Source: an optimization exercise on an open RTL-to-GDS flow (aim: small area, a short achievable clock period and few clock cycles). Production flows keep margins and buffers that such runs may drop. At most, simulation tests tie the RTL to the original design; equivalence was not proved. For run 1, only the layout was checked, not whether the RTL still works. The clock port is modelled as an ideal driver; clocking choices that lean on that would not hold on a real chip. Power and IR drop assume default switching activity.

**flow/config.mk**
```make
export PLATFORM = sky130hd
export DESIGN_NAME = kbest_ped_sorter
export DESIGN_NICKNAME = kbest_ped_sorter
export VERILOG_FILES = /design/flow/design.v
export SDC_FILE = /design/flow/constraint.sdc
export NUM_CORES = 4
export LEC_CHECK = 0
export CAP_MARGIN = 20
export CORE_MARGIN = 2
export CORE_UTILIZATION = 60
export CTS_CLUSTER_DIAMETER = 80
export CTS_CLUSTER_SIZE = 30
export PLACE_DENSITY = 0.7
export SLEW_MARGIN = 20
```
**flow/constraint.sdc**
```tcl
create_clock -name core_clock -period 7.0 [get_ports {clk}]
set_input_delay 1.4000 -clock core_clock [delete_from_list [all_inputs] [get_ports {clk}]]
set_output_delay 1.4000 -clock core_clock [all_outputs]
set_load 0.01 [all_outputs]
```
**flow/design.v**
```verilog
module kbest_ped_sorter #(
  parameter int PED_W = 24,
  parameter int SYM_W = 12,
  parameter int NSYM  = 4,
  parameter int K     = 16,
  parameter int CNT_W = 8
) (
  input  logic                    clk,
  input  logic                    rstn,
  input  logic                    in_valid,
  output logic                    in_ready,
  input  logic                    in_last,
  input  logic [PED_W-1:0]        in_ped,
  input  logic [NSYM*SYM_W-1:0]   in_sym,
  output logic                    out_valid,
  input  logic                    out_ready,
  output logic                    out_last,
  output logic [PED_W-1:0]        out_ped,
  output logic [NSYM*SYM_W-1:0]   out_sym,
  output logic [$clog2(K)-1:0]    out_rank,
  output logic [CNT_W-1:0]        set_count
);
  localparam int RANK_W = $clog2(K);
  localparam int TUP_W  = NSYM * SYM_W;
  logic                 s_v, s_last;
  logic [PED_W-1:0]     s_ped;
  logic [TUP_W-1:0]     s_sym;
  logic [K-1:0]         s_lt;        
  logic                 in_rdy_q;
  logic [K-1:0]         v, d, pw, sel_q, maxoh_q;
  logic [RANK_W-1:0]    rk [K];
  logic [PED_W-1:0]     sp [K];
  logic [TUP_W-1:0]     ss [K];
  logic [RANK_W-1:0]    pos_q;
  logic [CNT_W-1:0]     c_cnt, d_cnt;
  logic [RANK_W-1:0]    d_nm1, ld_rank;
  logic                 d_act, pend;
  logic                 c_full, free_any;    
  logic                 o_v, o_last;
  logic [PED_W-1:0]     o_ped;
  logic [TUP_W-1:0]     o_sym;
  logic [RANK_W-1:0]    o_rank;
  assign in_ready  = in_rdy_q;
  assign out_valid = o_v;
  assign out_last  = o_last;
  assign out_ped   = o_ped;
  assign out_sym   = o_sym;
  assign out_rank  = o_rank;
  assign set_count = d_cnt;
  function automatic logic lt_tree(input logic [PED_W-1:0] a, input logic [PED_W-1:0] b);
    logic [23:0] l0, e0;
    logic [11:0] l1, e1;
    logic [5:0]  l2, e2;
    logic [2:0]  l3, e3;
    logic        l4;
    l0 = ~a & b;
    e0 = ~a | b;
    for (int i = 0; i < 12; i++) begin
      l1[i] = l0[2*i+1] | (e0[2*i+1] & l0[2*i]);
      e1[i] = l0[2*i+1] | (e0[2*i+1] & e0[2*i]);
    end
    for (int i = 0; i < 6; i++) begin
      l2[i] = l1[2*i+1] | (e1[2*i+1] & l1[2*i]);
      e2[i] = l1[2*i+1] | (e1[2*i+1] & e1[2*i]);
    end
    for (int i = 0; i < 3; i++) begin
      l3[i] = l2[2*i+1] | (e2[2*i+1] & l2[2*i]);
      e3[i] = l2[2*i+1] | (e2[2*i+1] & e2[2*i]);
    end
    l4 = l3[1] | (e3[1] & l3[0]);
    lt_tree = l3[2] | (e3[2] & l4);
  endfunction
  logic [K-1:0]      cv, lt, le, maxoh, freeoh, we, sel;
  logic              adv, fast, s_is_min, trans;
  logic [RANK_W-1:0] ek [K];
  logic [RANK_W:0]   pos;
  assign cv       = v & ~d;
  assign freeoh   = ~v & (v + K'(1));
  assign adv      = s_v && !pend && (c_full || free_any);
  assign s_is_min = ~|le;
  assign fast     = adv && s_last && !d_act && !o_v;
  assign trans    = pend && !d_act && !o_v;
  always_comb begin
    for (int i = 0; i < K; i++) begin
      ek[i]    = pw[i] ? pos_q : rk[i];
      lt[i]    = cv[i] && s_lt[i];
      le[i]    = cv[i] && !s_lt[i];
      maxoh[i] = maxoh_q[i] || (pw[i] && cv[i] && pos_q == RANK_W'(K-1));
      sel[i]   = sel_q[i] || (pw[i] && v[i] && (d_act ? d[i] : !d[i]) && pos_q == ld_rank);
      we[i]    = adv && (c_full ? (maxoh[i] && lt[i]) : freeoh[i]);
    end
  end
  logic [2:0]  oh2 [8];
  logic [4:0]  oh4 [4];
  logic [8:0]  oh8 [2];
  logic [16:0] oh16;
  always_comb begin
    for (int j = 0; j < 8; j++) begin
      oh2[j][0] = !le[2*j] && !le[2*j+1];
      oh2[j][1] = le[2*j] != le[2*j+1];
      oh2[j][2] = le[2*j] && le[2*j+1];
    end
    for (int j = 0; j < 4; j++) begin
      oh4[j] = '0;
      for (int a = 0; a < 3; a++)
        for (int b = 0; b < 3; b++)
          oh4[j][a+b] = oh4[j][a+b] | (oh2[2*j][a] & oh2[2*j+1][b]);
    end
    for (int j = 0; j < 2; j++) begin
      oh8[j] = '0;
      for (int a = 0; a < 5; a++)
        for (int b = 0; b < 5; b++)
          oh8[j][a+b] = oh8[j][a+b] | (oh4[2*j][a] & oh4[2*j+1][b]);
    end
    oh16 = '0;
    for (int a = 0; a < 9; a++)
      for (int b = 0; b < 9; b++)
        oh16[a+b] = oh16[a+b] | (oh8[0][a] & oh8[1][b]);
    pos = '0;
    for (int k = 0; k < 16; k++)
      if (oh16[k]) pos = pos | (RANK_W+1)'(k);
  end
  logic [CNT_W-1:0] c_inc, new_cnt;
  logic [RANK_W-1:0] new_nm1;
  assign c_inc   = (c_cnt == {CNT_W{1'b1}}) ? c_cnt : c_cnt + CNT_W'(1);
  assign new_cnt = trans ? c_cnt : c_inc;
  assign new_nm1 = (|new_cnt[CNT_W-1:RANK_W]) ? RANK_W'(K-1) : RANK_W'(new_cnt - CNT_W'(1));
  logic               load, take;
  logic [PED_W-1:0]   m_ped;
  logic [TUP_W-1:0]   m_sym;
  assign load = d_act && (!o_v || out_ready);
  assign take = load || (fast && !s_is_min);
  always_comb begin
    m_ped = '0;
    m_sym = '0;
    for (int i = 0; i < K; i++) begin
      m_ped = m_ped | (sp[i] & {PED_W{sel[i]}});
      m_sym = m_sym | (ss[i] & {TUP_W{sel[i]}});
    end
  end
  logic [K-1:0]      v_n, d_n;
  logic [RANK_W-1:0] rk_n [K];
  logic [CNT_W-1:0]  c_cnt_n;
  logic [RANK_W-1:0] ld_rank_n;
  logic              pend_n, s_v_n, d_act_n;
  always_comb begin
    for (int i = 0; i < K; i++) begin
      v_n[i] = v[i];
      if (take && sel[i]) v_n[i] = 1'b0;
      if (fast && s_is_min && c_full && maxoh[i] && lt[i]) v_n[i] = 1'b0;
      if (adv && !c_full && freeoh[i] && !(fast && s_is_min)) v_n[i] = 1'b1;
      if (trans || fast) d_n[i] = 1'b1;
      else if (we[i])    d_n[i] = 1'b0;
      else               d_n[i] = d[i];
      if (pw[i] || (adv && lt[i])) rk_n[i] = ek[i] + RANK_W'(adv && lt[i]);
      else                         rk_n[i] = rk[i];
    end
  end
  always_comb begin
    c_cnt_n = c_cnt;
    pend_n  = pend;
    if (trans) begin
      c_cnt_n = '0;
      pend_n  = 1'b0;
    end else if (adv) begin
      if (fast) c_cnt_n = '0;
      else      c_cnt_n = c_inc;
      if (s_last && !fast) pend_n = 1'b1;
    end
  end
  logic              d_act_ld, d_act_nl;
  logic [RANK_W-1:0] ld_rank_ld, ld_rank_nl;
  always_comb begin
    d_act_ld   = (ld_rank != d_nm1);
    ld_rank_ld = (ld_rank == d_nm1) ? '0 : ld_rank + RANK_W'(1);
    d_act_nl   = d_act;
    ld_rank_nl = ld_rank;
    if (fast) begin
      d_act_nl   = (new_nm1 != '0);
      ld_rank_nl = (new_nm1 != '0) ? RANK_W'(1) : '0;
    end else if (trans) begin
      d_act_nl   = 1'b1;
      ld_rank_nl = '0;
    end
  end
  assign d_act_n   = load ? d_act_ld : d_act_nl;
  assign ld_rank_n = load ? ld_rank_ld : ld_rank_nl;
  logic free2, set_any, evict_any, free_any_n, c_full_n;
  always_comb begin
    free2 = 1'b0;
    for (int i = 0; i < K; i++)
      for (int j = i + 1; j < K; j++)
        free2 = free2 | (!v[i] && !v[j]);
  end
  assign set_any    = adv && !c_full && !(fast && s_is_min);
  assign evict_any  = fast && s_is_min && c_full && |(maxoh & lt);
  assign free_any_n = free2 || (free_any && !set_any) || take || evict_any;
  assign c_full_n   = (c_full || (adv && c_cnt == CNT_W'(K-1))) && !fast && !trans;
  assign s_v_n = (s_v && !adv) || (in_valid && in_rdy_q);
  always_ff @(posedge clk or negedge rstn) begin
    if (!rstn) begin
      s_v      <= 1'b0;
      in_rdy_q <= 1'b1;
      v        <= '0;
      c_cnt    <= '0;
      c_full   <= 1'b0;
      free_any <= 1'b1;
      pend     <= 1'b0;
      d_act    <= 1'b0;
      ld_rank  <= '0;
      o_v      <= 1'b0;
    end else begin
      s_v      <= s_v_n;
      in_rdy_q <= !s_v_n || (!pend_n && (c_full_n || free_any_n));
      c_full   <= c_full_n;
      free_any <= free_any_n;
      v        <= v_n;
      c_cnt    <= c_cnt_n;
      pend     <= pend_n;
      d_act    <= d_act_n;
      ld_rank  <= ld_rank_n;
      if (load || fast) o_v <= 1'b1;
      else if (out_ready) o_v <= 1'b0;
    end
  end
  always_ff @(posedge clk) begin
    if (in_valid && in_rdy_q) begin
      s_ped  <= in_ped;
      s_sym  <= in_sym;
      s_last <= in_last;
      for (int i = 0; i < K; i++) begin
        s_lt[i] <= we[i] ? lt_tree(in_ped, s_ped) : lt_tree(in_ped, sp[i]);
      end
    end
    for (int i = 0; i < K; i++) begin
      if (we[i]) begin
        sp[i] <= s_ped;
        ss[i] <= s_sym;
      end
      rk[i]      <= rk_n[i];
      d[i]       <= d_n[i];
      pw[i]      <= we[i];
      sel_q[i]   <= v_n[i] && !we[i] && (d_act_n ? d_n[i] : !d_n[i]) && (rk_n[i] == ld_rank_n);
      maxoh_q[i] <= v_n[i] && !we[i] && !d_n[i] && (rk_n[i] == RANK_W'(K-1));
    end
    pos_q <= pos[RANK_W-1:0];
    if (trans || fast) begin
      d_cnt <= new_cnt;
      d_nm1 <= new_nm1;
    end
    if (fast || load) begin
      o_ped  <= (fast && s_is_min) ? s_ped : m_ped;
      o_sym  <= (fast && s_is_min) ? s_sym : m_sym;
      o_rank <= fast ? '0 : ld_rank;
      o_last <= fast ? (new_nm1 == '0) : (ld_rank == d_nm1);
    end
  end
endmodule
```
**flow/flow/run.sh**
```bash
#!/bin/bash
# The standard ORFS layout, run step by step so that the setup-repair
# margin can differ between the floorplan step (ideal clocks, no wires) and
# the later steps (propagated clocks, placed and routed wires).
set -euo pipefail
FP_MARGIN=2.5
LATE_MARGIN=4
sed 's/"\${@:-finish}"/SETUP_SLACK_MARGIN="$SSM" "${@:-finish}"/' standard.sh > standard_margin.sh
grep -q 'SETUP_SLACK_MARGIN="$SSM"' standard_margin.sh
SSM=$FP_MARGIN   bash standard_margin.sh synth     > synth.log 2>&1
SSM=$FP_MARGIN   bash standard_margin.sh floorplan > floorplan.log 2>&1
SSM=$LATE_MARGIN bash standard_margin.sh place     > place.log 2>&1
SSM=$LATE_MARGIN bash standard_margin.sh cts       > cts.log 2>&1
SSM=$LATE_MARGIN bash standard_margin.sh route     > route.log 2>&1
SSM=$LATE_MARGIN bash standard_margin.sh finish    > finish.log 2>&1
test -s out/final.def
```
**flow/standard.sh**
```bash
#!/bin/bash
# synth_recipe.tcl (not shown) runs the flow's synth.tcl, then flattens the netlist and writes it again
# the make line also repeats each setting of config.mk as NAME=value (left out here)
make -C /OpenROAD-flow-scripts/flow DESIGN_CONFIG=/design/flow/config.mk WORK_HOME=/design/flow/orfs CLKGATE_MAP_FILE= SYNTH_SCRIPT=/design/flow/synth_recipe.tcl "${@:-finish}"
```
==> results of run 1 <==
[cells by family after synthesis]
logic type      Yosys count  share of synthesized area (%)
compound gates         1395                           15.2
xor+xnor                174                           2.34
fa+ha+maj               173                           2.86
buf+inv                 466                           2.93
flops                  1497                           66.4
mux                     105                           1.71
simple gates           1155                           8.46
[stage by stage]
stage / instance area [um^2] / total power [mW] / instances / utilization [%]
5_1_grt: 77300 / 27.5 / 6804 / 71.3
2_1_floorplan: 65400 / 15.8 / 4965 / -
4_1_cts: 74700 / 25.5 / 6695 / 68.9
6_report: 77400 / 26.9 / 6806 / 71.3
3_5_place_dp: 68600 / 18.7 / 6341 / 63.2
3_3_place_gp: 68600 / 18.6 / 6341 / 63.2
[power by group through the flow]
stage                     combinational, mW  sequential, mW  clock, mW
after floorplan                        3.88            11.9          0
after global placement                 6.60            12.0          0
after detailed placement               6.67            12.0          0
after CTS                              8.76            11.9       4.86
after global routing                   10.3            12.0       5.14
final                                  10.1            12.0       4.88
[placed cells by master, fill, tap and decap left out, drive strengths merged, types with 132 or more instances in the layout]
master,netlist,routed
a21oi,227,227
a221oi,161,161
a22o,161,161
a22oi,330,330
buf,132,425
dfxtp,132,132
edfxtp,1330,1330
inv,161,161
nand2,214,217
nand3,188,188
nor2,351,352
nor3,166,166
o21ai,188,190
[Yosys cell counts, types with 29 or more instances]
cell type     n
o31ai_1      30
nand3_1     187
a21oi_1     224
mux2_2       53
dfxtp_1     132
nor2b_1      39
a22oi_1     330
dfrtp_1      33
ha_1         51
nor3_1      165
nor2_1      349
a221oi_1    161
maj3_1      112
buf_2        97
xor2_1       85
o22ai_1      76
mux2i_1      52
nand2b_1     41
a22o_1      161
nand2_1     214
xnor2_1      88
o21ai_0     184
inv_1       157
edfxtp_1   1330
nand4_1      29
clkbuf_1    167
[area by class of cell]
type | count | area, um^2 | area share, %
inverter | 167 | 932 | 1.21
tap | 1414 | 1770 | 2.29
multi-input combinational | 3035 | 23000 | 29.7
sequential | 1497 | 43500 | 56.3
clock buffer | 70 | 1730 | 2.24
antenna | 2 | 5.00 | 0.00647
clock inverter | 28 | 363 | 0.469
timing repair buffer | 579 | 5990 | 7.74
timing repair inverter | 14 | 90.1 | 0.116
[per-layer routing]
layer,vias to the layer above,track usage [%],wire length [um]
met5,-,0.347,84
met4,14,30.3,21400
met3,1006,12.9,38600
met2,4448,62.7,107000
met1,24700,56.9,85400
li1,20300,-,-
[registers in the layout, indices dropped and copies added (netlist names), 8 cells and up]
| register | flops |
|---|---|
| ss | 768 |
| sp | 384 |
| rk | 64 |
| o_sym | 48 |
| s_sym | 48 |
| o_ped | 24 |
| s_ped | 24 |
| d | 16 |
| maxoh_q | 16 |
| pw | 16 |
| s_lt | 16 |
| sel_q | 16 |
| v | 16 |
| c_cnt | 8 |
| d_cnt | 8 |
[what timing repair did]
| item | in CTS | in global routing |
|---|---|---|
| resized for setup | 546 | 358 |
| setup endpoints to repair | 1389 | 618 |
| pin swaps | 109 | 136 |
| cloned | 47 | 8 |
| buffers inserted | 209 | 101 |
[worst max-delay path by stage]
stage | from | endpoint | cells past startpoint | slack [ns]
global placement | in_ped[18] | s_lt[11] | 10 | 1.68
CTS | in_ped[18] | s_lt[5] | 10 | 3.65
global route | in_ped[0] | s_lt[8] | 11 | 3.57
finish | in_ped[19] | s_lt[5] | 11 | 3.57
floorplan | pos_q[1] | sel_q[5] | 11 | 2.71
detailed placement | in_ped[18] | s_lt[5] | 10 | 1.65
[critical path, stage by stage]
cell and delay [ns]:
buf_8 0.14, clkinvlp_4 0.11, buf_6 0.16, o21ai_2 0.08, a2bb2oi_2 0.09, a222oi_1 0.69
o22ai_1 0.20, maj3_2 0.34, maj3_1 0.37, a211oi_2 0.25, a21oi_1 0.07
==> results.toml, run 1 <==
[setup_path]
cp-end-kind = "flop"
reg2reg_setup_slack_ns = 3.66
critPathKind = "in -> reg"
r2r-end = "pos_q[3]"
worstPathMaxFanout = 15
reg2regPathDepth = 12
startpoint_type = "input port"
crit_required_ns = 7.47
cp_data_arrival_time_ns = 3.90
timing.rr.start = "s_lt[3]"

[sta]
finalSetupViolations = 0
holdWs_ns = 0.542
max_freq_ghz = 0.292
period_needed_ns = 3.43
setup_slack_ns = 3.57
relSlewSlack_pct = 18.0
period_share_pct = 49.0
rsz0062_at_grt = "true"
worst_pin_slew_ns = 1.21
finalClockSkew_ns = 0.0489
final.setup.tns_ns = 0
finalHoldViolCount = 0
final-max-slew-violation-count = 0

[floorplanning]
die_area_um2 = 112000
die_y_um = 334
num_io_pins = 164
die_x_um = 334
rows = 121
initial_utilization_pct = 60.3
core_area_um2 = 109000

[run_status]
status = "finished clean"

[pwr]
power.density_nw_per_um2 = 348
clkPwrFrac_pct = 18.1
irDropWorstVdd_v = 0.000256
switching_share_pct = 37.7
seqPwrFrac_pct = 44.4
pwr-share-comb_pct = 37.5
cellLeakagePower_nw = 26.9
power_switching_mw = 10.1
intPower_mw = 16.8

[global_route]
grt_pass1_wl_um = 343000
grt_pass1_vias = 46100
gr-usage-all-layers_pct = 43.5
grt_overflow = 0
grt_max_degree = 64
antenna_found_initial = 12

[worst_hold_path]
hold_depth = 2
hp-class = "reg -> reg"
worstHoldStart = "rk[11][0]"
min_to = "rk[11][0]"

[clock_network]
cts_sinks = 1497
worstSkewPairLatency_ns = 0.72
clk_pin_slew_ns = 0.12
cts_hold_buf = 0
clk_path_buf_depth = 3
cts_tree = "built"
cts_root_buffer = "clkbuf_16"
cts_buffers = 67
ctsHtreeMaxLevel = 3

[drt]
avgViaCountPerCell = 7.41
drt_first_pass_iters = 10
drt.antenna.violating_nets = 0
vias = 50400
wire_per_inst_um = 37.1
drc_errors = 0
wirelength_um = 252000
dr.first_iter.drc_count = 9463

[yosys]
syn_area_per_cell_um2 = 13.2
synth_top_area_share_pct = 61.1
synth_ff_type = "edfxtp_1"
syn_nets = 5093
ys_seq_area_share_pct = 66.4
synth.area.top_cells = "edfxtp_1 (61%), dfxtp_1 (4.0%), a22oi_1 (3.8%)"
ys_types = 91
async_reset_ff_share_pct = 2.34
syn-cell-area_um2 = 65400
synth_edf_count = 1330
synth_top_area_cell = "edfxtp_1"
synthesis.instances = 4965
yosysWarnings = 9
synth-seq-cells = 1497

[place]
numPortBuffers = 163
place_congestion = 1.02
pre_cts_ws_ns = 1.65
post-dp-hpwl_um = 124000

[finish]
fin_nets = 5489
fillCellCount = 7175
areaGrowthSynthToFinish_pct = 18.3
drive_gt1_share_pct = 20.3

[job]
cap_violations = 0
==> run 2: changes to the inputs <==
--- a/flow/design.v
+++ b/flow/design.v
@@ -86,7 +86,8 @@
       lt[i]    = cv[i] && s_lt[i];
       le[i]    = cv[i] && !s_lt[i];
       maxoh[i] = maxoh_q[i] || (pw[i] && cv[i] && pos_q == RANK_W'(K-1));
-      sel[i]   = sel_q[i] || (pw[i] && v[i] && (d_act ? d[i] : !d[i]) && pos_q == ld_rank);
+      sel[i]   = sel_q[i] || (pw[i] && v[i] && (d_act ? (d[i] && pos_q == RANK_W'(1))
+                                                      : (!d[i] && pos_q == '0)));
       we[i]    = adv && (c_full ? (maxoh[i] && lt[i]) : freeoh[i]);
     end
   end
--- a/flow/flow/run.sh
+++ b/flow/flow/run.sh
@@ -1,10 +1,12 @@
 #!/bin/bash
 # The standard ORFS layout, run step by step so that the setup-repair
 # margin can differ between the floorplan step (ideal clocks, no wires) and
-# the later steps (propagated clocks, placed and routed wires).
+# the later steps (propagated clocks, placed and routed wires). Ports are
+# buffered with buf_4 instead of the default (a slow delay cell).
 set -euo pipefail
 FP_MARGIN=2.5
-LATE_MARGIN=4
+LATE_MARGIN=4.5
+export BUFFER_PORTS_ARGS="-buffer_cell sky130_fd_sc_hd__buf_4"
 sed 's/"\${@:-finish}"/SETUP_SLACK_MARGIN="$SSM" "${@:-finish}"/' standard.sh > standard_margin.sh
 grep -q 'SETUP_SLACK_MARGIN="$SSM"' standard_margin.sh
 SSM=$FP_MARGIN   bash standard_margin.sh synth     > synth.log 2>&1
--- a/flow/config.mk
+++ b/flow/config.mk
@@ -8,7 +8,7 @@
 export CAP_MARGIN = 20
 export CORE_MARGIN = 2
 export CORE_UTILIZATION = 60
-export CTS_CLUSTER_DIAMETER = 80
-export CTS_CLUSTER_SIZE = 30
+export CTS_CLUSTER_DIAMETER = 60
+export CTS_CLUSTER_SIZE = 24
 export PLACE_DENSITY = 0.7
 export SLEW_MARGIN = 20
==> run 2 against run 1 <==
- synthesized cell count down 0.14%
- area after synthesis fell by 0.51%
- the run now fails in global routing
==> results.toml, run 2 <==
[clock_network]
cts_sinks = 1497
cts_root_buffer = "clkbuf_16"
cts_buffers = 108
ctsHtreeMaxLevel = 3
clk_path_buf_depth = 3

[yosys]
yosysWarnings = 9
ys_seq_area_share_pct = 66.8
ys_types = 91
syn_nets = 5086
async_reset_ff_share_pct = 2.34
synthesis.instances = 4958
synth-seq-cells = 1497
syn-cell-area_um2 = 65100
synth.area.top_cells = "edfxtp_1 (61%), dfxtp_1 (4.1%), a22oi_1 (4.0%)"
synth_edf_count = 1330
syn_area_per_cell_um2 = 13.1
yosysMostFrequentCell = "edfxtp_1"
synth_top_area_cell = "edfxtp_1"
synthTopCellsByCount = "edfxtp_1 (1,330), a22oi_1 (351), nor2_1 (314)"
synth_top_area_share_pct = 61.4
synth_ff_type = "edfxtp_1"

[run_status]
status = "aborted with a tool error"
stop_stage = "global routing"
first-error = "[ERROR GRT-0232] Routing congestion too high. Check the congestion heatmap in the GUI."

[place]
pre_cts_ws_ns = 2.33
place_congestion = 0.991
post-dp-hpwl_um = 122000
numPortBuffers = 163
dpl_cell_area_um2 = 67700

[floorplanning]
rows = 120
num_io_pins = 164
initial_utilization_pct = 60.6
die_y_um = 333
die_x_um = 333

[global_route]
grt_overflow = 19
grt_max_degree = 41
gr-usage-all-layers_pct = 73.0

[sta]
worstEpCategory = "register data pin"
grt-worst-endpoint = "pos_q[1]$_SDFF_PP1_/D"
[run 2: power by group through the flow]
stage                     Clock [mW]  Combinational [mW]  Sequential, mW
after floorplan                    0                4.97            12.0
after global placement             0                8.16            12.2
after detailed placement           0                8.21            12.2
after CTS                       6.99                14.4            12.2
[run 2: timing repair]
action                      CTS
hold endpoints to repair      0
setup buffers               532
hold buffers                  0
setup endpoints to repair  1553
pin swaps                   445
cloned                      166
gates resized for setup    1524
[run 2: cell families after synthesis]
family | count (synthesis) | share of synthesized area (%)
flip-flops | 1497 | 66.8
AO/OA/AOI/OAI | 1480 | 16.1
AND/OR/NAND/NOR | 1059 | 7.61
buffers and inverters | 501 | 3.03
adder cells (fa/ha/maj) | 179 | 2.96
XOR/XNOR | 149 | 2.01
multiplexers | 93 | 1.54
[run 2: how the worst min path moves through the flow]
| stage | end |
|---|---|
| after floorplan | rk[12][0] |
| after global placement | s_v |
| after detailed placement | rk[5][1] |
| after CTS | rk[13][1] |
[run 2: per-stage QoR]
stage / cells / util (%)
3_3_place_gp: 6306 / 63.1
4_1_cts: 7209 / 80.4
3_5_place_dp: 6306 / 63.1
2_1_floorplan: 4958 / -
[run 2: metal layers]
| metal | GRT usage (%) | GRT overflow |
|---|---|---|
| met5 | 40.4 | 0 |
| met4 | 65.9 | 10 |
| met3 | 62.8 | 0 |
| met2 | 86.0 | 6 |
| met1 | 74.3 | 3 |
Testbench counts of run 2, summed over its fixed seeds: cycles 7,816.
==> run 3: changes to the inputs <==
--- a/flow/flow/run.sh
+++ b/flow/flow/run.sh
@@ -5,7 +5,7 @@
 # buffered with buf_4 instead of the default (a slow delay cell).
 set -euo pipefail
 FP_MARGIN=2.5
-LATE_MARGIN=4.5
+LATE_MARGIN=${LATE_MARGIN:-4}
 export BUFFER_PORTS_ARGS="-buffer_cell sky130_fd_sc_hd__buf_4"
 sed 's/"\${@:-finish}"/SETUP_SLACK_MARGIN="$SSM" "${@:-finish}"/' standard.sh > standard_margin.sh
 grep -q 'SETUP_SLACK_MARGIN="$SSM"' standard_margin.sh
==> run 3 against run 2 <==
- now clean on timing, DRC and antenna
- synthesized cell count unchanged
- area after synthesis did not move
==> results.toml, run 3 <==
[floorplanning]
core_area_um2 = 107000
die_x_um = 333
rows = 120
initial_utilization_pct = 60.6
num_io_pins = 164
die_y_um = 333
die_area_um2 = 111000

[clock_network]
clk_pin_slew_ns = 0.09
clk_path_buf_depth = 3
ctsHtreeMaxLevel = 3
cts_root_buffer = "clkbuf_16"
cts_buffers = 108
cts_hold_buf = 0
cts_tree = "built"
worstSkewPairLatency_ns = 0.78
cts_sinks = 1497

[global_route]
gr-usage-all-layers_pct = 43.1
antenna_found_initial = 17
grt_max_degree = 55
grt_overflow = 0
grt_pass1_vias = 46800
grt_pass1_wl_um = 340000

[setup_path]
cp_cell_sequence = "or3b_4 > inv_2 > ha_4 > a222oi_1 > buf_4 > buf_4 > nor2_1 > nor3_4 > buf_6 > buf_4 > o22ai_1 > nor3_1 > and2_1 > nand3_2"
critPathMostFrequentCell = "buf_4"
worstPathMaxFanout = 3
critPathKind = "reg -> reg"
cp-end-kind = "flop"
cp_data_arrival_time_ns = 3.96
startpoint_type = "flop"
crit_required_ns = 7.57
crit_slowest_cell = "edfxtp_1"
slowest_delay_ns = 0.55

[worst_hold_path]
hp-class = "reg -> reg"

[yosys]
synthAdderAreaFrac_pct = 2.96
synth-seq-cells = 1497
muxShareOfSynthArea_pct = 1.54
async_reset_ff_share_pct = 2.34
synthTopCellsByCount = "edfxtp_1 (1,330), a22oi_1 (351), nor2_1 (314)"
syn_nets = 5086
yosysMostFrequentCell = "edfxtp_1"
yosys.area_share.simple_pct = 7.61
ys_seq_area_share_pct = 66.8
synth_compound_area_share_pct = 16.1
synth_ff_type = "edfxtp_1"
syn-cell-area_um2 = 65100
syn_area_per_cell_um2 = 13.1
yosysWarnings = 9
synthXorXnorAreaFrac_pct = 2.01
synth_edf_count = 1330
synthesis.instances = 4958
synth_top_area_share_pct = 61.4
synth_top_family_by_area = "compound AO/OA/AOI/OAI gates"
synth_top_area_cell = "edfxtp_1"
ys_types = 91
synth.area.top_cells = "edfxtp_1 (61%), dfxtp_1 (4.1%), a22oi_1 (4.0%)"

[sta]
worst_pin_slew_ns = 1.22
period_needed_ns = 3.39
finalClockSkew_ns = 0.0530
setup_slack_ns = 3.61
finalHoldViolCount = 0
relSlewSlack_pct = 18.5
final-max-slew-violation-count = 0
period_share_pct = 48.5
max_freq_ghz = 0.295
holdWs_ns = 0.535
finalSetupViolations = 0
final.setup.tns_ns = 0
rsz0062_at_grt = "true"

[finish]
areaGrowthSynthToFinish_pct = 22.8
final_common_cell = "edfxtp_1"
fin_nets = 5535
finalInstanceArea_um2 = 79900
final_cell_mix = "edfxtp_1 (1,330), buf_4 (408), a22oi_1 (332), nand2_1 (287), nor2_1 (279)"
final_cells = 6921
reg_top3 = "ss: 768 flops, sp: 384 flops, rk: 64 flops"
largest_reg_flops = 768
fillCellCount = 6638
final_core_util_pct = 74.4
regMostFlops = "ss"
drive_gt1_share_pct = 26.2

[place]
post-dp-hpwl_um = 122000
place_congestion = 0.991
numPortBuffers = 163
pre_cts_ws_ns = 2.33
dpl_cell_area_um2 = 67700
dp.cells = 6306

[pwr]
irDropWorstVdd_v = 0.000281
power.density_nw_per_um2 = 398
p_total_mw = 31.8
cellLeakagePower_nw = 27.9

[drt]
dr.first_iter.drc_count = 11100
vias = 51900
avgViaCountPerCell = 7.50
drt.antenna.violating_nets = 0
wirelength_um = 257000
drt_first_pass_iters = 13
drc_errors = 0
wire_per_inst_um = 37.1

[run_status]
status = "finished clean"

[job]
cap_violations = 0
-- run 3: cell counts after synthesis --
No cell type changed its count.
-- run 3: kinds of logic after synthesis --
logic type,after synthesis
muxes,93
AOI/OAI and AO/OA,1480
xor gates and xnor gates,149
DFF,1497
adders and majority gates,179
and+or+nand+nor,1059
buffers and inverters,501
-- run 3: path summary, 6_finish.rpt --
| check | from | to | slack, ns | cells past startpoint |
|---|---|---|---|---|
| max | s_lt[3] | pos_q[1] | 3.61 | 14 |
| min | rk[6][1] | rk[6][1] | 0.54 | 2 |
| max reg2reg | s_lt[3] | pos_q[1] | 3.61 | 14 |
| max in group asynchronous | rstn | c_cnt[0] | 5.86 | 1 |
| min in group asynchronous | rstn | v[6] | 0.64 | 1 |
| min reg2reg | rk[6][1] | rk[6][1] | 0.54 | 2 |
-- run 3: metal layers --
| metal | global-route usage [%] | up-vias | part of all wire (%) |
|---|---|---|---|
| li1 | - | 20500 | - |
| met4 | 26.5 | 17 | 8.0 |
| met1 | 55.3 | 25100 | 33 |
| met2 | 61.4 | 4962 | 42 |
| met3 | 17.3 | 1317 | 17 |
| met5 | 0.695 | - | 0.17 |
-- run 3: what timing repair did --
action | in CTS | in global routing
gates cloned | 61 | 16
resized for setup | 665 | 329
buffers inserted | 192 | 125
pin swaps | 150 | 216
setup endpoints to repair | 1385 | 570
-- run 3: final cells by class --
class | count | area, um^2 | share of cell area (%)
Inverter | 199 | 1180 | 1.47
Clock buffer | 114 | 2810 | 3.52
Timing Repair inverter | 23 | 164 | 0.205
Clock inverter | 91 | 1180 | 1.48
Tap cell | 1403 | 1760 | 2.20
Multi-Input combinational cell | 2998 | 23300 | 29.1
Antenna cell | 16 | 40.0 | 0.0501
Sequential cell | 1497 | 43500 | 54.5
Timing Repair Buffer | 580 | 5990 | 7.49
-- run 3: worst max-delay path, delay by kind of cell (launching register included) --
kind | cells | cell delay, ns
adders and majority gates | 1 | 0.20
and+or+nand+nor | 6 | 1.39
AOI/OAI and AO/OA | 2 | 0.36
buffers and inverters | 5 | 0.66
DFF | 1 | 0.55
-- run 3: power by group --
group	internal, mW	switching, mW
clock	3.46	3.56
combinational	4.68	7.82
sequential	11.3	1.01
total	19.4	12.4
==> run 4: changes to the inputs <==
--- a/flow/flow/run.sh
+++ b/flow/flow/run.sh
@@ -5,7 +5,7 @@
 # buffered with buf_4 instead of the default (a slow delay cell).
 set -euo pipefail
 FP_MARGIN=2.5
-LATE_MARGIN=${LATE_MARGIN:-4}
+LATE_MARGIN=4
 export BUFFER_PORTS_ARGS="-buffer_cell sky130_fd_sc_hd__buf_4"
 sed 's/"\${@:-finish}"/SETUP_SLACK_MARGIN="$SSM" "${@:-finish}"/' standard.sh > standard_margin.sh
 grep -q 'SETUP_SLACK_MARGIN="$SSM"' standard_margin.sh
--- a/flow/config.mk
+++ b/flow/config.mk
@@ -7,8 +7,9 @@
 export LEC_CHECK = 0
 export CAP_MARGIN = 20
 export CORE_MARGIN = 2
-export CORE_UTILIZATION = 60
+export CORE_UTILIZATION = 50
 export CTS_CLUSTER_DIAMETER = 60
 export CTS_CLUSTER_SIZE = 24
-export PLACE_DENSITY = 0.7
+export PLACE_DENSITY = 0.65
 export SLEW_MARGIN = 20
+export TNS_END_PERCENT = 5
==> run 4 against run 3 <==
- area after synthesis unchanged
- total power decreased by 5.2%
- combinational power is 14% lower
- die area up 20%
- synthesized cell count unchanged
- wire length is 1.5% lower
- critical path depth is 6 lower
- critical path type unchanged
==> results.toml, run 4 <==
[run_status]
status = "finished clean"

[worst_hold_path]
hold_depth = 1
worstHoldStart = "rk[11][1]"
min_to = "rk[11][1]"
hp-class = "reg -> reg"

[sta]
final.setup.tns_ns = 0
final-max-slew-violation-count = 0
period_share_pct = 46.9
worst_pin_slew_ns = 1.20
finalClockSkew_ns = 0.0740
period_needed_ns = 3.28
relSlewSlack_pct = 19.8
holdWs_ns = 0.541
finalSetupViolations = 0
finalHoldViolCount = 0
rsz0062_at_grt = "true"
max_freq_ghz = 0.305

[global_route]
antenna_found_initial = 19
use_met3_pct = 11.3
grtUsageMet2_pct = 53.5
grt_pass1_wl_um = 344000
gr-usage-all-layers_pct = 36.6
grt_max_degree = 78
grt_pass1_vias = 45900
grt_overflow = 0
grt.met1_usage_pct = 48.4
top_usage_layer = "met2"

[yosys]
syn_area_per_cell_um2 = 13.1
synthTopCellsByCount = "edfxtp_1 (1,330), a22oi_1 (351), nor2_1 (314)"
syn_nets = 5086
synth-seq-cells = 1497
synth_ff_type = "edfxtp_1"
synth.area.top_cells = "edfxtp_1 (61%), dfxtp_1 (4.1%), a22oi_1 (4.0%)"
synth_top_area_cell = "edfxtp_1"
syn-cell-area_um2 = 65100
synth_edf_count = 1330
async_reset_ff_share_pct = 2.34
ys_seq_area_share_pct = 66.8
yosysWarnings = 9
synthesis.instances = 4958
yosysMostFrequentCell = "edfxtp_1"
synth_top_area_share_pct = 61.4
ys_types = 91

[setup_path]
cp_data_arrival_time_ns = 3.73
cp-end-kind = "flop"
slowest_delay_ns = 0.46
critPathKind = "reg -> reg"
crit_required_ns = 7.44
startpoint_type = "flop"
critPathMostFrequentCell = "a21oi_1"
worstPathMaxFanout = 39
cp_top_family = "buffers and inverters"
timing.rr.start = "pos_q[2]"
reg2reg_setup_slack_ns = 3.72
reg2regPathDepth = 8
r2r-end = "ss[4][12]"
cp_cell_sequence = "clkbuf_8 > and4_4 > a21oi_1 > nor2_1 > a21oi_1 > nand2b_1 > inv_8 > buf_4"
worst-path-buf-inv = 3
crit_slowest_cell = "inv_8"

[finish]
regMostFlops = "ss"
areaGrowthSynthToFinish_pct = 19.9
drive_gt1_share_pct = 22.3
reg_top3 = "ss: 768 flops, sp: 384 flops, rk: 64 flops"
fin_nets = 5447
final_common_cell = "edfxtp_1"
fillCellCount = 9822
final_core_util_pct = 60.3
final_cell_mix = "edfxtp_1 (1,330), buf_4 (370), a22oi_1 (336), nand2_1 (297), nor2_1 (290)"
largest_reg_flops = 768

[drt]
dr.first_iter.drc_count = 9132
drt_first_pass_iters = 12
wirelength_um = 253000
wire_per_inst_um = 35.3
vias = 50000
avgViaCountPerCell = 6.96
drc_errors = 0
drt.antenna.violating_nets = 0

[clock_network]
clk_pin_slew_ns = 0.08
ctsHtreeMaxLevel = 3
cts_buffers = 115
cts_tree = "built"
cts_hold_buf = 0
cts_root_buffer = "clkbuf_16"
cts_sinks = 1497
clk_path_buf_depth = 3
worstSkewPairLatency_ns = 0.80

[floorplanning]
die_x_um = 365
num_io_pins = 164
initial_utilization_pct = 50.3
die_area_um2 = 133000
rows = 132
core_area_um2 = 129000
die_y_um = 365

[place]
post-dp-hpwl_um = 124000
place_congestion = 0.977
numPortBuffers = 163

[pwr]
irDropWorstVdd_v = 0.000250
cellLeakagePower_nw = 27.0
power.density_nw_per_um2 = 387

[job]
cap_violations = 0
run 4: cell counts after synthesis:
Identical to the previous run, type by type.
run 4: area by class of cell:
cell class | count | area, um^2 | share of cell area (%)
inverters | 199 | 1080 | 1.39
repair buffers | 498 | 4960 | 6.36
repair inverters | 19 | 134 | 0.172
multi-input cells | 2989 | 22000 | 28.2
well taps | 1742 | 2180 | 2.79
clock buffers | 123 | 2940 | 3.77
flip-flops and latches | 1497 | 43500 | 55.8
clock inverters | 94 | 1190 | 1.53
diodes | 15 | 37.5 | 0.0481
run 4: cells by family (layout without fill, tap and decap cells):
family | Yosys count | count (layout) | share of synthesized area [%]
and+or+nand+nor | 1059 | 1065 | 7.61
muxes | 93 | 93 | 1.54
other | 0 | 15 | 0
DFF | 1497 | 1497 | 66.8
xor gates and xnor gates | 149 | 149 | 2.01
adders and majority gates | 179 | 180 | 2.96
AOI/OAI and AO/OA | 1480 | 1502 | 16.1
buffers and inverters | 501 | 933 | 3.03
run 4: timing repair:
action | CTS | global route
cloned | 50 | 10
gates resized for setup | 505 | 214
setup endpoints to repair | 1402 | 685
pin swaps | 115 | 122
buffers inserted | 162 | 86
run 4: through the flow:
stage	setup slack [ns]	total power [mW]	cell area, um^2	instances
floorplan	2.86	17.0	65100	4958
detailed placement	2.16	20.4	68100	6635
CTS	3.85	29.3	76100	7064
global placement	2.14	20.3	68100	6635
global route	3.70	30.9	78000	7162
finish	3.72	30.2	78000	7176
run 4: report_power, final:
| part | switching [mW] | internal [mW] |
|---|---|---|
| Combinational | 6.83 | 3.84 |
| Clock | 3.67 | 3.52 |
| Sequential | 1.03 | 11.3 |
| Total | 11.5 | 18.6 |
run 4: how the worst max path moves through the flow:
stage,startpoint,end,slack (ns),depth (start not counted)
6_report,pos_q[2],ss[4][12],3.72,8
3_3_place_gp,in_ped[13],s_lt[12],2.14,10
3_5_place_dp,in_ped[13],s_lt[12],2.16,10
4_1_cts,in_ped[0],s_lt[10],3.85,11
2_1_floorplan,pos_q[1],maxoh_q[9],2.86,12
5_1_grt,out_ready,sel_q[7],3.70,11
run 4: metal layers:
layer,share of wire [%],vias to the layer above,routed length [um]
met3,14,898,36500
met2,42,4027,107000
li1,-,20400,-
met1,36,24600,91100
met5,0.091,-,230
met4,7.0,16,17700
==> run 5: changes to the inputs <==
--- a/flow/config.mk
+++ b/flow/config.mk
@@ -8,8 +8,8 @@
 export CAP_MARGIN = 20
 export CORE_MARGIN = 2
 export CORE_UTILIZATION = 50
-export CTS_CLUSTER_DIAMETER = 60
-export CTS_CLUSTER_SIZE = 24
+export CTS_CLUSTER_DIAMETER = 70
+export CTS_CLUSTER_SIZE = 28
 export PLACE_DENSITY = 0.65
 export SLEW_MARGIN = 20
 export TNS_END_PERCENT = 5
==> run 5 against run 4 <==
- hold slack gained 0.0041 ns
- register-to-register slack is essentially flat
- clock-buffer cell count shrank 24
- synthesized cell count is the same
- final cell count shrank 0.95%
- critical endpoint is now s_lt[9]
- largest power group unchanged
==> results.toml, run 5 <==
[place]
numPortBuffers = 163
dp.cells = 6635
post-dp-hpwl_um = 124000
place_congestion = 0.977

[global_route]
antenna_found_initial = 16
grt_pass1_wl_um = 339000
grt_overflow = 0
grt_max_degree = 78
grt_pass1_vias = 45300
gr-usage-all-layers_pct = 36.1

[yosys]
syn_nets = 5086
synth.area.top_cells = "edfxtp_1 (61%), dfxtp_1 (4.1%), a22oi_1 (4.0%)"
ys_seq_area_share_pct = 66.8
synthTopCellsByCount = "edfxtp_1 (1,330), a22oi_1 (351), nor2_1 (314)"
ys_types = 91
yosysWarnings = 9
synthesis.instances = 4958
syn-cell-area_um2 = 65100
synth_ff_type = "edfxtp_1"
async_reset_ff_share_pct = 2.34
synth_top_area_share_pct = 61.4
synth_edf_count = 1330
synth-seq-cells = 1497
syn_area_per_cell_um2 = 13.1
yosysMostFrequentCell = "edfxtp_1"
synth_top_area_cell = "edfxtp_1"

[clock_network]
ctsHtreeMaxLevel = 3
cts_sinks = 1497
cts_tree = "built"
worstSkewPairLatency_ns = 0.79
clk_pin_slew_ns = 0.08
clk_path_buf_depth = 3
cts_hold_buf = 0
cts_root_buffer = "clkbuf_16"
cts_buffers = 93

[setup_path]
critPathMostFrequentCell = "maj3_1"
timing.rr.start = "pos_q[1]"
cp_cell_sequence = "buf_4 > clkinvlp_4 > nor2_1 > maj3_1 > a221oi_1 > a31oi_4 > maj3_1 > o211ai_1 > a21oi_2 > o21ai_1"
cp-end-kind = "flop"
startpoint_type = "input port"
slowest_delay_ns = 0.61
worstPathMaxFanout = 11
crit_start = "in_ped[5]"
cp_data_arrival_time_ns = 3.89
crit_slowest_cell = "a221oi_1"
crit_required_ns = 7.60
critPathKind = "in -> reg"

[floorplanning]
initial_utilization_pct = 50.3
rows = 132
die_x_um = 365
core_area_um2 = 129000
die_area_um2 = 133000
num_io_pins = 164
die_y_um = 365

[worst_hold_path]
hp-class = "reg -> reg"
worstHoldStart = "rk[11][1]"

[sta]
rsz0062_at_grt = "true"
finalHoldViolCount = 0
final-max-slew-violation-count = 0
finalClockSkew_ns = 0.0504
max_freq_ghz = 0.304
finalSetupViolations = 0
holdWs_ns = 0.545
worst_pin_slew_ns = 1.30
relSlewSlack_pct = 13.5
period_needed_ns = 3.29
final.setup.tns_ns = 0
period_share_pct = 47.0

[drt]
wirelength_um = 249000
wire_per_inst_um = 35.1
dr.first_iter.drc_count = 8685
drt.antenna.violating_nets = 0
drt_first_pass_iters = 10
vias = 49400
drc_errors = 0
avgViaCountPerCell = 6.95

[finish]
final_common_cell = "edfxtp_1"
reg_top3 = "ss: 768 flops, sp: 384 flops, rk: 64 flops"
areaGrowthSynthToFinish_pct = 18.4
fillCellCount = 9925
final_core_util_pct = 59.6
largest_reg_flops = 768
final_cells = 7108
regMostFlops = "ss"
fin_nets = 5406
final_cell_mix = "edfxtp_1 (1,330), buf_4 (357), a22oi_1 (336), nand2_1 (296), nor2_1 (290)"
drive_gt1_share_pct = 21.3

[pwr]
irDropWorstVdd_v = 0.000246
power.density_nw_per_um2 = 378
cellLeakagePower_nw = 26.5

[job]
cap_violations = 0

[run_status]
status = "finished clean"
[run 5: cell count changes in the layout (fill, tap and decap cells not counted), moves of 5 or more]
cell	before	now
clkinv_4	11	4
a211oi_2	7	13
maj3_2	51	45
diode_2	15	9
clkbuf_16	123	98
buf_4	370	357
clkinvlp_4	31	23
buf_6	48	53
buf_12	42	36
o221ai_2	7	2
maj3_1	78	84
a211oi_1	62	57
[run 5: where the power goes]
| group | switching, mW | internal (mW) | total (mW) | leakage [nW] |
|---|---|---|---|---|
| Clock | 3.53 | 2.78 | 6.30 | 1.63 |
| Combinational | 6.72 | 3.80 | 10.5 | 11.3 |
| Sequential | 1.03 | 11.3 | 12.3 | 13.6 |
| Total | 11.3 | 17.9 | 29.1 | 26.5 |
[run 5: per-layer routing]
layer / vias up / track usage (%) / wire length (um)
met5: - / 0 / 63
met3: 809 / 10.3 / 34100
met2: 3832 / 53.3 / 107000
met1: 24500 / 47.9 / 90800
li1: 20200 / - / -
met4: 8 / 20.6 / 17100
[run 5: layout make-up]
class                           count  area, um^2  share of cell area (%)
Sequential cell                  1497       43500                    56.5
Multi-Input combinational cell   2987       22000                    28.6
Clock inverter                     75        1040                    1.35
Inverter                          199        1090                    1.41
Timing Repair Buffer              480        4730                    6.14
Tap cell                         1742        2180                    2.83
Antenna cell                        9        22.5                  0.0292
Clock buffer                       99        2350                    3.05
Timing Repair inverter             20         139                   0.180
[run 5: worst paths after layout]
kind	to	slack (ns)	cells past startpoint
worst max-delay path	s_lt[9]	3.71	10
worst min-delay path	rk[11][1]	0.55	1
min in group asynchronous	v[8]	0.61	1
worst min register to register	rk[11][1]	0.55	1
max in group asynchronous	v[6]	5.93	1
worst max register to register	o_ped[3]	3.71	7
[run 5: logic make-up (layout without fill, tap and decap cells)]
| kind of cell | count (synthesis) | in the layout | synth area share [%] |
|---|---|---|---|
| flops | 1497 | 1497 | 66.8 |
| simple gates | 1059 | 1063 | 7.61 |
| xor+xnor | 149 | 149 | 2.01 |
| fa+ha+maj | 179 | 180 | 2.96 |
| other cells | 0 | 9 | 0 |
| compound gates | 1480 | 1502 | 16.1 |
| mux | 93 | 93 | 1.54 |
| buf+inv | 501 | 873 | 3.03 |
[run 5: stage by stage]
stage,total power [mW],instance area (um^2),setup slack (ns)
after floorplan,17.0,65100,2.86
after CTS,28.2,74800,3.79
final,29.1,77100,3.71
after detailed placement,20.4,68100,2.16
after global placement,20.3,68100,2.14
after global routing,29.9,77000,3.66
[run 5: worst max-delay path: cells and delay by family]
family                     cells  cell delay (ns)
AOI/OAI and AO/OA              5             1.31
adders and majority gates      2             0.78
buffers and inverters          2             0.34
and+or+nand+nor                1             0.06
[run 5: timing repair]
item,in CTS,in global routing
resized for setup,436,291
gates cloned,46,9
pin swaps,92,120
buffers inserted,140,95
setup endpoints to repair,1402,797
==> run 6: changes to the inputs <==
--- a/flow/flow/run.sh
+++ b/flow/flow/run.sh
@@ -5,7 +5,7 @@
 # buffered with buf_4 instead of the default (a slow delay cell).
 set -euo pipefail
 FP_MARGIN=2.5
-LATE_MARGIN=4
+LATE_MARGIN=4.4
 export BUFFER_PORTS_ARGS="-buffer_cell sky130_fd_sc_hd__buf_4"
 sed 's/"\${@:-finish}"/SETUP_SLACK_MARGIN="$SSM" "${@:-finish}"/' standard.sh > standard_margin.sh
 grep -q 'SETUP_SLACK_MARGIN="$SSM"' standard_margin.sh
--- a/flow/config.mk
+++ b/flow/config.mk
@@ -12,4 +12,4 @@
 export CTS_CLUSTER_SIZE = 28
 export PLACE_DENSITY = 0.65
 export SLEW_MARGIN = 20
-export TNS_END_PERCENT = 5
+export TNS_END_PERCENT = 2
==> run 6 against run 5 <==
- still clean on timing, DRC and antenna
- final cell count decreased by 0.18%
- design area about the same
- clock power about the same
- synthesized cell count unchanged
- clock-buffer cell count decreased by 2
- non-clock buffer count decreased by 7
- total power increased by 2.0%
- critical path depth increased by 1
- global-route usage decreased by 0.37 points
==> results.toml, run 6 <==
[run_status]
status = "finished clean"

[yosys]
ys_seq_area_share_pct = 66.8
synth-seq-cells = 1497
syn-cell-area_um2 = 65100
yosysMostFrequentCell = "edfxtp_1"
syn_area_per_cell_um2 = 13.1
synth_top_area_cell = "edfxtp_1"
synth_edf_count = 1330
ys_types = 91
syn_nets = 5086
synth_top_area_share_pct = 61.4
synth_ff_type = "edfxtp_1"
async_reset_ff_share_pct = 2.34
synthTopCellsByCount = "edfxtp_1 (1,330), a22oi_1 (351), nor2_1 (314)"
synthesis.instances = 4958
synth.area.top_cells = "edfxtp_1 (61%), dfxtp_1 (4.1%), a22oi_1 (4.0%)"
yosysWarnings = 9

[clock_network]
cts_tree = "built"
ctsHtreeMaxLevel = 3
worstSkewPairLatency_ns = 0.79
clk_path_buf_depth = 3
cts_sinks = 1497
cts_buffers = 94
clk_pin_slew_ns = 0.09
cts_root_buffer = "clkbuf_16"
cts_hold_buf = 0

[setup_path]
crit_required_ns = 7.47
slowest_delay_ns = 0.48
critPathMostFrequentCell = "maj3_1"
crit_slowest_cell = "maj3_1"
worstPathMaxFanout = 6
startpoint_type = "input port"
reg2reg_setup_slack_ns = 3.81
reg2regPathDepth = 10
timing.rr.start = "pos_q[0]"
worst-path-buf-inv = 2
cp_cell_sequence = "buf_12 > clkinvlp_4 > a21oi_1 > o31ai_1 > maj3_1 > a221oi_1 > o2bb2ai_1 > maj3_1 > a21oi_4 > or3_1 > a22oi_1"
critPathKind = "in -> reg"
cp-end-kind = "flop"
r2r-end = "o_sym[24]"
cp_top_family = "compound AO/OA/AOI/OAI gates"
cp_data_arrival_time_ns = 3.70

[drt]
dr.first_iter.drc_count = 8431
wire_per_inst_um = 34.7
avgViaCountPerCell = 6.94
drt_first_pass_iters = 14
drc_errors = 0
wirelength_um = 246000
vias = 49300
drt.antenna.violating_nets = 0

[place]
numPortBuffers = 163
place_congestion = 0.955
dp.cells = 6647
post-dp-hpwl_um = 124000

[worst_hold_path]
hp-class = "reg -> reg"
min_to = "rk[1][1]"
hold_depth = 2
worstHoldStart = "rk[1][1]"

[floorplanning]
initial_utilization_pct = 50.3
core_area_um2 = 129000
die_y_um = 365
die_area_um2 = 133000
num_io_pins = 164
rows = 132
die_x_um = 365

[sta]
finalHoldViolCount = 0
max_freq_ghz = 0.310
period_needed_ns = 3.23
period_share_pct = 46.1
finalClockSkew_ns = 0.0642
final-max-slew-violation-count = 0
rsz0062_at_grt = "true"
final.setup.tns_ns = 0
finalSetupViolations = 0
worst_pin_slew_ns = 1.08
relSlewSlack_pct = 28.2

[finish]
regMostFlops = "ss"
areaGrowthSynthToFinish_pct = 18.4
final_common_cell = "edfxtp_1"
largest_reg_flops = 768
drive_gt1_share_pct = 21.2
final_core_util_pct = 59.6
fin_nets = 5396
reg_top3 = "ss: 768 flops, sp: 384 flops, rk: 64 flops"
final_cell_mix = "edfxtp_1 (1,330), buf_4 (345), a22oi_1 (340), nand2_1 (297), nor2_1 (293)"
final_cells = 7095

[pwr]
seqPwrFrac_pct = 41.2
power.density_nw_per_um2 = 385
cellLeakagePower_nw = 26.5
irDropWorstVdd_v = 0.000217
p_total_mw = 29.7
pwr-share-comb_pct = 37.6
power_switching_mw = 11.6
intPower_mw = 18.1
clkPwrFrac_pct = 21.2
switching_share_pct = 39.1

[global_route]
grt_max_degree = 76
grt_pass1_wl_um = 336000
antenna_found_initial = 25
gr-usage-all-layers_pct = 35.7
grt_pass1_vias = 45100
grt_overflow = 0

[job]
cap_violations = 0
==> run 6: cell counts after synthesis <==
No cell type changed its count.
==> run 6: how the worst max path moves through the flow <==
stage | slack (ns) | start | to | depth (start not counted)
6_report | 3.77 | in_ped[1] | s_lt[11] | 11
5_1_grt | 3.74 | s_lt[7] | pos_q[3] | 12
4_1_cts | 3.89 | s_lt[15] | pos_q[2] | 11
3_5_place_dp | 2.43 | in_ped[13] | s_lt[3] | 10
3_3_place_gp | 2.50 | in_ped[16] | s_lt[8] | 10
2_1_floorplan | 1.80 | pos_q[1] | s_lt[6] | 10
==> run 6: area by class of cell <==
| type | instances | area, um^2 |
|---|---|---|
| Tap cell | 1742 | 2180 |
| Timing Repair Buffer | 473 | 4740 |
| Multi-Input combinational cell | 2985 | 22000 |
| Clock inverter | 75 | 1020 |
| Sequential cell | 1497 | 43500 |
| Antenna cell | 9 | 22.5 |
| Timing Repair inverter | 18 | 119 |
| Clock buffer | 97 | 2380 |
| Fill cell | 10000 | 52300 |
| Inverter | 199 | 1040 |
==> run 6: what timing repair did <==
item | in CTS | in global routing
resized for setup | 512 | 194
setup endpoints to repair | 1521 | 1351
pin swaps | 104 | 105
gates cloned | 47 | 8
buffers inserted | 157 | 55
==> run 6: cells by family after synthesis <==
group                    Yosys count  synth area share, %
flip-flops                      1497                 66.8
AO/OA/AOI/OAI                   1480                 16.1
AND/OR/NAND/NOR                 1059                 7.61
buffers and inverters            501                 3.03
XOR/XNOR                         149                 2.01
adder cells (fa/ha/maj)          179                 2.96
multiplexers                      93                 1.54
==> run 6: per-stage QoR <==
stage	worst slack, ns	area (um^2)	hold slack, ns
4_1_cts	3.89	75600	0.537
2_1_floorplan	1.80	65100	0.480
3_5_place_dp	2.43	68200	0.517
5_1_grt	3.74	77000	0.564
3_3_place_gp	2.50	68200	0.511
6_report	3.77	77100	0.538
==> run 6: power by group through the flow <==
stage               Sequential, mW  Combinational, mW  Clock, mW
CTS                           12.2               10.4       6.32
finish                        12.2               11.2       6.30
global route                  12.3               11.5       6.63
global placement              12.2               8.30          0
floorplan                     12.0               4.97          0
detailed placement            12.3               8.32          0
==> run 6: tightest hold or removal path, stage by stage, from the launching register on <==
cell and delay, ns:
dfxtp_1 0.33, mux2i_1 0.10, inv_1 0.08
==> run 6: routing by layer <==
layer  vias up  track usage [%]  wire [um]
met5         -                0        192
met4        26             17.7      15400
met3       771             11.4      34500
met2      3738             53.4     107000
met1     24500             47.1      89400
li1      20200                -          -
==> run 7: changes to the inputs <==
--- a/flow/flow/run.sh
+++ b/flow/flow/run.sh
@@ -5,7 +5,7 @@
 # buffered with buf_4 instead of the default (a slow delay cell).
 set -euo pipefail
 FP_MARGIN=2.5
-LATE_MARGIN=4.4
+LATE_MARGIN=4.2
 export BUFFER_PORTS_ARGS="-buffer_cell sky130_fd_sc_hd__buf_4"
 sed 's/"\${@:-finish}"/SETUP_SLACK_MARGIN="$SSM" "${@:-finish}"/' standard.sh > standard_margin.sh
 grep -q 'SETUP_SLACK_MARGIN="$SSM"' standard_margin.sh
==> run 7 against run 6 <==
- final cell count is 0.35% lower
- critical path depth unchanged
- clock power about the same
- critical endpoint unchanged
==> results.toml, run 7 <==
[run_status]
status = "finished clean"

[sta]
finalSetupViolations = 0
final-max-slew-violation-count = 0
relSlewSlack_pct = 27.1
period_needed_ns = 3.21
finalClockSkew_ns = 0.0670
final.setup.tns_ns = 0
rsz0062_at_grt = "true"
setup_slack_ns = 3.79
holdWs_ns = 0.541
period_share_pct = 45.9
worst_pin_slew_ns = 1.09
finalHoldViolCount = 0
max_freq_ghz = 0.311

[yosys]
syn-cell-area_um2 = 65100
synth_ff_type = "edfxtp_1"
yosysMostFrequentCell = "edfxtp_1"
synthesis.instances = 4958
yosys.area_share.simple_pct = 7.61
yosysWarnings = 9
ys_types = 91
syn_nets = 5086
synth_top_area_share_pct = 61.4
synthTopCellsByCount = "edfxtp_1 (1,330), a22oi_1 (351), nor2_1 (314)"
synth.area.top_cells = "edfxtp_1 (61%), dfxtp_1 (4.1%), a22oi_1 (4.0%)"
synthAdderAreaFrac_pct = 2.96
ys_seq_area_share_pct = 66.8
synth_top_area_cell = "edfxtp_1"
syn_area_per_cell_um2 = 13.1
synth-seq-cells = 1497
synthXorXnorAreaFrac_pct = 2.01
synth_top_family_by_area = "compound AO/OA/AOI/OAI gates"
synth_edf_count = 1330
muxShareOfSynthArea_pct = 1.54
async_reset_ff_share_pct = 2.34
synth_compound_area_share_pct = 16.1

[finish]
final_cells = 7070
final_core_util_pct = 59.1
fin_nets = 5370
largest_reg_flops = 768
drive_gt1_share_pct = 20.4
final_cell_mix = "edfxtp_1 (1,330), buf_4 (346), a22oi_1 (339), nand2_1 (298), nor2_1 (296)"
areaGrowthSynthToFinish_pct = 17.5
reg_top3 = "ss: 768 flops, sp: 384 flops, rk: 64 flops"
finalInstanceArea_um2 = 76500
final_common_cell = "edfxtp_1"
regMostFlops = "ss"

[clock_network]
worstSkewPairLatency_ns = 0.79
clk_path_buf_depth = 3
clk_pin_slew_ns = 0.09
cts_sinks = 1497
ctsHtreeMaxLevel = 3
cts_buffers = 94
cts_hold_buf = 0
cts_tree = "built"
cts_root_buffer = "clkbuf_16"

[place]
numPortBuffers = 163
dpl_cell_area_um2 = 68200
place_congestion = 0.955
pre_cts_ws_ns = 2.43
dp.cells = 6647
post-dp-hpwl_um = 124000

[setup_path]
critPathKind = "in -> reg"
worstPathMaxFanout = 6
startpoint_type = "input port"
crit_required_ns = 7.47
cp-end-kind = "flop"
cp_data_arrival_time_ns = 3.69

[drt]
avgViaCountPerCell = 6.94
vias = 49100
dr.first_iter.drc_count = 8227
drt_first_pass_iters = 10
wire_per_inst_um = 34.6
wirelength_um = 245000
drc_errors = 0
drt.antenna.violating_nets = 0

[pwr]
irDropWorstVdd_v = 0.000218
pwr-share-comb_pct = 37.2
clkPwrFrac_pct = 21.4
cellLeakagePower_nw = 26.3
power_switching_mw = 11.5
power.density_nw_per_um2 = 385
seqPwrFrac_pct = 41.5
p_total_mw = 29.5
switching_share_pct = 39.1
intPower_mw = 18.0

[global_route]
gr-usage-all-layers_pct = 35.7
grt_overflow = 0
grt_pass1_wl_um = 335000
grt_pass1_vias = 45000
grt_max_degree = 76
antenna_found_initial = 20

[floorplanning]
num_io_pins = 164
initial_utilization_pct = 50.3
die_x_um = 365
die_area_um2 = 133000
die_y_um = 365
core_area_um2 = 129000
rows = 132

[worst_hold_path]
hp-class = "reg -> reg"

[job]
cap_violations = 0
## run 7: power groups by stage
stage	clock, mW	combinational, mW	sequential (mW)
floorplan	0	4.97	12.0
global placement	0	8.30	12.2
finish	6.30	11.0	12.2
global route	6.63	11.3	12.3
CTS	6.32	10.4	12.2
detailed placement	0	8.32	12.3
## run 7: kinds of logic after synthesis
| kind of cell | Yosys count |
|---|---|
| buffers and inverters | 501 |
| multiplexers | 93 |
| AND/OR/NAND/NOR | 1059 |
| adder cells (fa/ha/maj) | 179 |
| AO/OA/AOI/OAI | 1480 |
| flip-flops | 1497 |
| XOR/XNOR | 149 |
## run 7: per-layer routing
layer  part of all wire, %  GRT usage, %  up-vias
met1                    37          47.0    24500
li1                      -             -    20100
met3                    14          11.2      759
met5                 0.070             0        -
met2                    44          53.5     3675
met4                   6.0          17.4       19
## run 7: final timing paths
kind,startpoint,endpoint,slack [ns],cells after the start
max in group asynchronous,rstn,c_cnt[0],5.91,1
min,rk[0][1],rk[0][1],0.54,2
min reg2reg,rk[0][1],rk[0][1],0.54,2
max,in_ped[1],s_lt[11],3.79,11
max reg2reg,s_lt[15],pos_q[0],3.80,12
min in group asynchronous,rstn,v[0],0.64,1
## run 7: what timing repair did
action / 4_1_cts / 5_1_grt
setup endpoints to repair: 1415 / 1011
resized for setup: 505 / 149
endpoints found under the hold margin: 0 / 0
cloned: 46 / 4
pin swaps: 104 / 91
setup buffers: 156 / 35
## run 7: final cells by class
| type | instances | area, um^2 |
|---|---|---|
| antenna | 10 | 25.0 |
| clock buffer | 97 | 2380 |
| clock inverter | 75 | 1020 |
| fill | 10100 | 52800 |
| inverter | 199 | 1030 |
| multi-input combinational | 2986 | 22000 |
| sequential | 1497 | 43500 |
| tap | 1742 | 2180 |
| timing repair buffer | 446 | 4240 |
| timing repair inverter | 18 | 119 |
## run 7: worst max-delay path, stage by stage
cell and delay [ns]:
buf_12 0.10, clkinvlp_4 0.14, a21oi_1 0.16, o31ai_1 0.12, maj3_1 0.38, a221oi_1 0.27, o2bb2ai_1 0.16, maj3_1 0.47
a21oi_4 0.26, or3_1 0.15, a22oi_1 0.07
==> run 8: changes to the inputs <==
--- a/flow/config.mk
+++ b/flow/config.mk
@@ -8,8 +8,8 @@
 export CAP_MARGIN = 20
 export CORE_MARGIN = 2
 export CORE_UTILIZATION = 50
-export CTS_CLUSTER_DIAMETER = 70
-export CTS_CLUSTER_SIZE = 28
+export CTS_CLUSTER_DIAMETER = 75
+export CTS_CLUSTER_SIZE = 30
 export PLACE_DENSITY = 0.65
 export SLEW_MARGIN = 20
-export TNS_END_PERCENT = 2
+export TNS_END_PERCENT = 1
==> run 8 against run 7 <==
- combinational power hardly changed
- non-clock buffer count fell by 6
- final cell count down 0.45%
- sequential power is essentially flat
- area after synthesis unchanged
- synthesized cell count unchanged
- critical path depth did not move
- first-iteration DRC count down 1.6%
- die area unchanged
- register-to-register slack got worse by 0.07 ns
- design area fell by 0.62%
- clock-buffer cell count down 10
==> results.toml, run 8 <==
[finish]
regMostFlops = "ss"
drive_gt1_share_pct = 19.8
final_common_cell = "edfxtp_1"
reg_top3 = "ss: 768 flops, sp: 384 flops, rk: 64 flops"
largest_reg_flops = 768
fin_nets = 5351
final_cell_mix = "edfxtp_1 (1,330), a22oi_1 (339), buf_4 (334), nand2_1 (299), nor2_1 (294)"
final_core_util_pct = 58.8
areaGrowthSynthToFinish_pct = 16.8

[global_route]
grt.met1_usage_pct = 46.5
top_usage_layer = "met2"
grt_overflow = 0
use_met3_pct = 12.4
grt_max_degree = 76
grt_pass1_vias = 45000
grtUsageMet2_pct = 53.0
grt_pass1_wl_um = 336000
antenna_found_initial = 20
gr-usage-all-layers_pct = 35.7

[yosys]
syn_area_per_cell_um2 = 13.1
yosys.area_share.simple_pct = 7.61
synth_top_area_share_pct = 61.4
synthXorXnorAreaFrac_pct = 2.01
synth_top_family_by_area = "compound AO/OA/AOI/OAI gates"
synthAdderAreaFrac_pct = 2.96
ys_types = 91
synth_top_area_cell = "edfxtp_1"
syn_nets = 5086
synth_compound_area_share_pct = 16.1
yosysWarnings = 9
synth.area.top_cells = "edfxtp_1 (61%), dfxtp_1 (4.1%), a22oi_1 (4.0%)"
syn-cell-area_um2 = 65100
synth_ff_type = "edfxtp_1"
ys_seq_area_share_pct = 66.8
yosysMostFrequentCell = "edfxtp_1"
synth_edf_count = 1330
synthesis.instances = 4958
async_reset_ff_share_pct = 2.34
muxShareOfSynthArea_pct = 1.54
synthTopCellsByCount = "edfxtp_1 (1,330), a22oi_1 (351), nor2_1 (314)"
synth-seq-cells = 1497

[drt]
wirelength_um = 245000
drt_first_pass_iters = 9
drc_errors = 0
vias = 48800
drt.antenna.violating_nets = 0
dr.first_iter.drc_count = 8094
wire_per_inst_um = 34.8
avgViaCountPerCell = 6.93

[floorplanning]
num_io_pins = 164
die_y_um = 365
rows = 132
core_area_um2 = 129000
die_area_um2 = 133000
die_x_um = 365
initial_utilization_pct = 50.3

[pwr]
power.density_nw_per_um2 = 381
cellLeakagePower_nw = 26.0
irDropWorstVdd_v = 0.000225
p_total_mw = 29.0

[setup_path]
cp_top_family = "compound AO/OA/AOI/OAI gates"
critPathMostFrequentCell = "buf_12"
startpoint_type = "flop"
worst-path-buf-inv = 3
crit_slowest_cell = "a41o_4"
cp-end-kind = "flop"
cp_cell_sequence = "buf_12 > or3_4 > a21oi_4 > buf_12 > a41o_4 > buf_8 > a22o_1 > a221oi_1 > nand3_1 > a211oi_2 > a31oi_1"
crit_required_ns = 7.53
slowest_delay_ns = 0.45
critPathKind = "reg -> reg"
worstPathMaxFanout = 20
cp_data_arrival_time_ns = 3.80

[sta]
finalSetupViolations = 0
final.setup.tns_ns = 0
relSlewSlack_pct = 26.3
finalHoldViolCount = 0
final-max-slew-violation-count = 0
period_share_pct = 46.7
max_freq_ghz = 0.306
finalClockSkew_ns = 0.0657
rsz0062_at_grt = "true"
worst_pin_slew_ns = 1.10
period_needed_ns = 3.27

[clock_network]
ctsHtreeMaxLevel = 3
worstSkewPairLatency_ns = 0.78
clk_path_buf_depth = 3
cts_tree = "built"
cts_root_buffer = "clkbuf_16"
cts_sinks = 1497
cts_buffers = 81
clk_pin_slew_ns = 0.10

[job]
cap_violations = 0

[worst_hold_path]
hp-class = "reg -> reg"

[place]
post-dp-hpwl_um = 124000
place_congestion = 0.955
numPortBuffers = 163

[run_status]
status = "finished clean"
==> run 8: cell counts after synthesis <==
Identical to the previous run, type by type.
==> run 8: per-layer routing <==
layer	share of wire, %	routed length (um)
met1	36	88100
met2	43	106000
met3	14	35500
met4	5.9	14500
met5	0.21	509
==> run 8: final timing paths <==
check / depth (start not counted) / slack (ns) / from / endpoint
max: 11 / 3.73 / pos_q[3] / o_ped[19]
min: 2 / 0.54 / rk[12][1] / rk[12][1]
max reg2reg: 11 / 3.73 / pos_q[3] / o_ped[19]
min reg2reg: 2 / 0.54 / rk[12][1] / rk[12][1]
max in group asynchronous: 1 / 5.91 / rstn / c_cnt[0]
min in group asynchronous: 1 / 0.61 / rstn / v[0]
==> run 8: final cells by class <==
type	instances	area, um^2
flip-flops and latches	1497	43500
repair buffers	440	4300
well taps	1742	2180
fillers	10100	53300
multi-input cells	2987	21900
repair inverters	17	115
diodes	13	32.5
inverters	199	1040
clock buffers	87	2110
clock inverters	56	816
==> run 8: where the power goes <==
part           switching [mW]  total, mW  internal [mW]
clock                    3.32       5.79           2.48
sequential              0.947       12.2           11.3
combinational            7.07       10.9           3.87
==> run 8: through the flow <==
stage	hold slack, ns	instances	cell area [um^2]	setup WS (ns)
floorplan	0.480	4958	65100	1.80
global placement	0.511	6647	68200	2.50
detailed placement	0.517	6647	68200	2.43
CTS	0.539	6989	74900	3.87
global route	0.567	7029	76000	3.74
finish	0.543	7038	76000	3.73
==> run 8: cells by family after synthesis <==
| group | Yosys count |
|---|---|
| AND/OR/NAND/NOR | 1059 |
| AO/OA/AOI/OAI | 1480 |
| multiplexers | 93 |
| flip-flops | 1497 |
| adder cells (fa/ha/maj) | 179 |
| buffers and inverters | 501 |
| XOR/XNOR | 149 |
==> run 8: repair_timing <==
action,4_1_cts,5_1_grt
buffers inserted,150,33
gates resized for setup,490,159
pin swaps,98,87
hold buffers,0,0
gates cloned,49,3
setup endpoints to repair,1414,1018
==> run 8: worst reg2reg max path, cell delays in order, from the launching register on <==
cell and delay [ns]:
dfxtp_1 0.33, buf_12 0.14, or3_4 0.36, a21oi_4 0.41, buf_12 0.23, a41o_4 0.46
buf_8 0.29, a22o_1 0.19, a221oi_1 0.05, nand3_1 0.18, a211oi_2 0.09, a31oi_1 0.32

Setup slack of run 8, layout unchanged: 3.731 ns with ideal ports, 3.633 ns with driving cells assumed (clock clkbuf_16, inputs buf_2), 2.818 ns with port delays also shifted by the 0.816 ns mid clock arrival.
